From an optimization exercise on the open Yosys and OpenROAD flow, aimed at small area and a short achievable clock period; shortcuts taken in it are not production practice. Function was checked by simulation only, so behaviour that the tests miss may differ from the original. Power is estimated from default activity; no workload was simulated.

== xenon ==
Design depth_to_spectrum_color, start of the top module:
module depth_to_spectrum_color #(
    parameter int DEPTH_BITS = 11
) (
    input  logic                               i_clk,
    input  logic                               i_rst_n,
    input  logic                               start,
    output logic                               busy,
    input  logic                               i_cfg_we,
    input  logic [dsc_pkg::CFG_IDX_BITS-1:0]   i_cfg_idx,
    input  logic [DEPTH_BITS-1:0]              i_cfg_data,
    input  logic [DEPTH_BITS-1:0]              i_depth_sample,
    input  logic                               i_frame_end_in,
    output logic                               o_valid,
    output logic [7:0]                         o_blue_level,
    output logic [7:0]                         o_green_level,
    output logic [7:0]                         o_red_level,
    output logic                               o_frame_end_out
);
make LEC_CHECK=0 CAP_MARGIN=20 CORE_MARGIN=2 CORE_UTILIZATION=40 CTS_BUF_LIST=sky130_fd_sc_hd__clkbuf_8 CTS_CLUSTER_DIAMETER=50 CTS_CLUSTER_SIZE=22 SETUP_SLACK_MARGIN=5 SLEW_MARGIN=20 TNS_END_PERCENT=20 finish   # period 8.0 ns
run.sh (not shown) runs the stock make flow with config.mk's settings and CLKGATE_MAP_FILE= SYNTH_SCRIPT=/design/flow/synth_recipe.tcl, a recipe that flattens the netlist after the stock synthesis.
xenon: PASS, flow complete, no timing, DRC or antenna violations
The following lists how zinc was set up differently from xenon:
- swapping 20 for 50 in TNS_END_PERCENT
[summary]
- Total length of routed met2 wires delta (xenon -> zinc): insignificant
- The design area of xenon and that of zinc are within noise of each other.
- Any difference in switching share of power between xenon and zinc is small enough to ignore.
- | number of cells in the finished layout apart from fillers | zinc vs xenon | ≈ equal |
- Delta (zinc minus xenon): critical path arrival shrank by 2.45 ns, wire length of the first global-routing pass held steady, total power held steady.

========
== v16 ==
Starting RTL as in the previous note.
clock: 8.0 ns
lec_check: 0
cap_margin: 20
core_margin: 2
core_utilization: 40
cts_buf_list: sky130_fd_sc_hd__clkbuf_8
cts_cluster_diameter: 40
cts_cluster_size: 22
setup_slack_margin: 5
slew_margin: 20
## Diff of input files: v13 against v16
Settings: changing CORE_UTILIZATION from 40 to 50; changing CTS_CLUSTER_DIAMETER from 40 to 50.
Findings:
v13 finished every stage and its layout cleared the timing, DRC and antenna checks. Compared with v16, die outline width in v13 decreased by more than 10%. Diff v16 -> v13: final area went down by 3.3%; top achievable clock speed went up by 0.86%; fraction of power consumed by the clock network lower.
Input-level comparison between v23 and v13:
Settings: CORE_UTILIZATION now 40, was 50.
Findings:
v23 ended with every stage complete and zero timing, DRC or antenna violations.
Changes observed in v23 relative to v13: met3 track utilization from global routing shows a reduction of 0.38 points; clock network fraction of design power +1.2 points; overall die area rose 32000 sq um.
Post-route non-filler standard cell count (v13 / v23): 0.948
Comparing v13 and v23, the lower wire length of the first global-routing pass was measured on v13.
Taking v13 as the reference, in v23 met1 usage in global routing -6.7 points; number of pins with negative max-slew slack in the final report was more or less identical.
When v23 is set beside v13, its minimum setup slack after placement turns out to be 270 ps larger.
The area growth from synthesis to layout in v23 sits 1.5 points above the value recorded for v13.
The following lists how v47 was set up differently from v23:
Settings: changing CTS_BUF_LIST from sky130_fd_sc_hd__clkbuf_8 to sky130_fd_sc_hd__clkbuf_4 sky130_fd_sc_hd__clkbuf_8 sky130_fd_sc_hd__clkbuf_16.
==> comparison <==
Looking at time the worst path needs with I/O delays and setup, v47 sits below v23. v47 has more setup slack than v23. v23 -> v47: count of non-filler cells in the finished layout flat. Relative to v23, clock buffer instance count of the final layout has increased by 7 in v47. Between v23 and v47, the difference in total routed wirelength is negligible. v47: power about 6% above v23.

========
Starting RTL as in the previous note.
Settings: LEC_CHECK=0, CAP_MARGIN=20, CORE_MARGIN=2, CORE_UTILIZATION=40, CTS_BUF_LIST=sky130_fd_sc_hd__clkbuf_16, CTS_CLUSTER_DIAMETER=50, CTS_CLUSTER_SIZE=30, SETUP_SLACK_MARGIN=5, SLEW_MARGIN=20; clock period 8.0 ns.
Then changed:
--- a/flow/config.mk
+++ b/flow/config.mk
@@ -11,3 +11,2 @@
-export CTS_BUF_LIST = sky130_fd_sc_hd__clkbuf_16
-export CTS_CLUSTER_DIAMETER = 50
-export CTS_CLUSTER_SIZE = 30
+export CTS_BUF_LIST = sky130_fd_sc_hd__clkbuf_8
+export CTS_CLUSTER_SIZE = 20
Effect:
- The changed run completed with no timing, DRC or antenna violations
- cell area went down by 0.32%
- core utilization came out lower by 0.15 points
- register-to-register slack stays flat
- setup slack hardly moves
- via count climbs by 1.2%
- first-iteration DRC count fell by 4.4%

==> static timing again, ports no longer ideal <==
Ports are ideal in the flow. The routed layouts listed here were re-timed in OpenROAD.
Step 1, drivers: a clkbuf_16 drives i_clk and a buf_2 each remaining input, both assumed.
Step 2 moves the port delays by t, midway between the first and last clock arrival at a register: inputs arrive t later, outputs are due t later. That takes back most of the time a late clock gives input paths.
Three values: no drivers, after step 1, after step 2; two values: the first two.
| run | t, ns | setup WS [ns] | hold WS [ns] | latest minus earliest clock arrival (ns) |
|---|---|---|---|---|
| xenon | 0.925 | 4.947 / 4.881 / 4.947 | 0.294 / 0.294 / 0.294 | 0.093 / 0.092 |
| zinc | 0.930 | 5.058 / 4.989 / 5.103 | 0.295 / 0.295 / 0.295 | 0.091 / 0.091 |
| v16 | 0.952 | 5.044 / 4.972 / 5.131 | 0.283 / 0.283 / 0.283 | 0.088 / 0.088 |
| v13 | 0.923 | 5.069 / 5.004 / 5.090 | 0.276 / 0.276 / 0.276 | 0.057 / 0.057 |
| v23 | 0.933 | 5.062 / 4.992 / 5.154 | 0.291 / 0.291 / 0.291 | 0.093 / 0.093 |
| v47 | 0.834 | 5.069 / 4.985 / 5.119 | 0.304 / 0.304 / 0.304 | 0.056 / 0.056 |
| the first run of note 3 | 0.841 | 5.067 / 4.987 / 5.148 | 0.289 / 0.289 / 0.289 | 0.063 / 0.063 |
| the second run of note 3 | 0.972 | 5.065 / 4.996 / 5.159 | 0.303 / 0.303 / 0.303 | 0.054 / 0.054 |
After both steps every run listed still meets setup and hold.
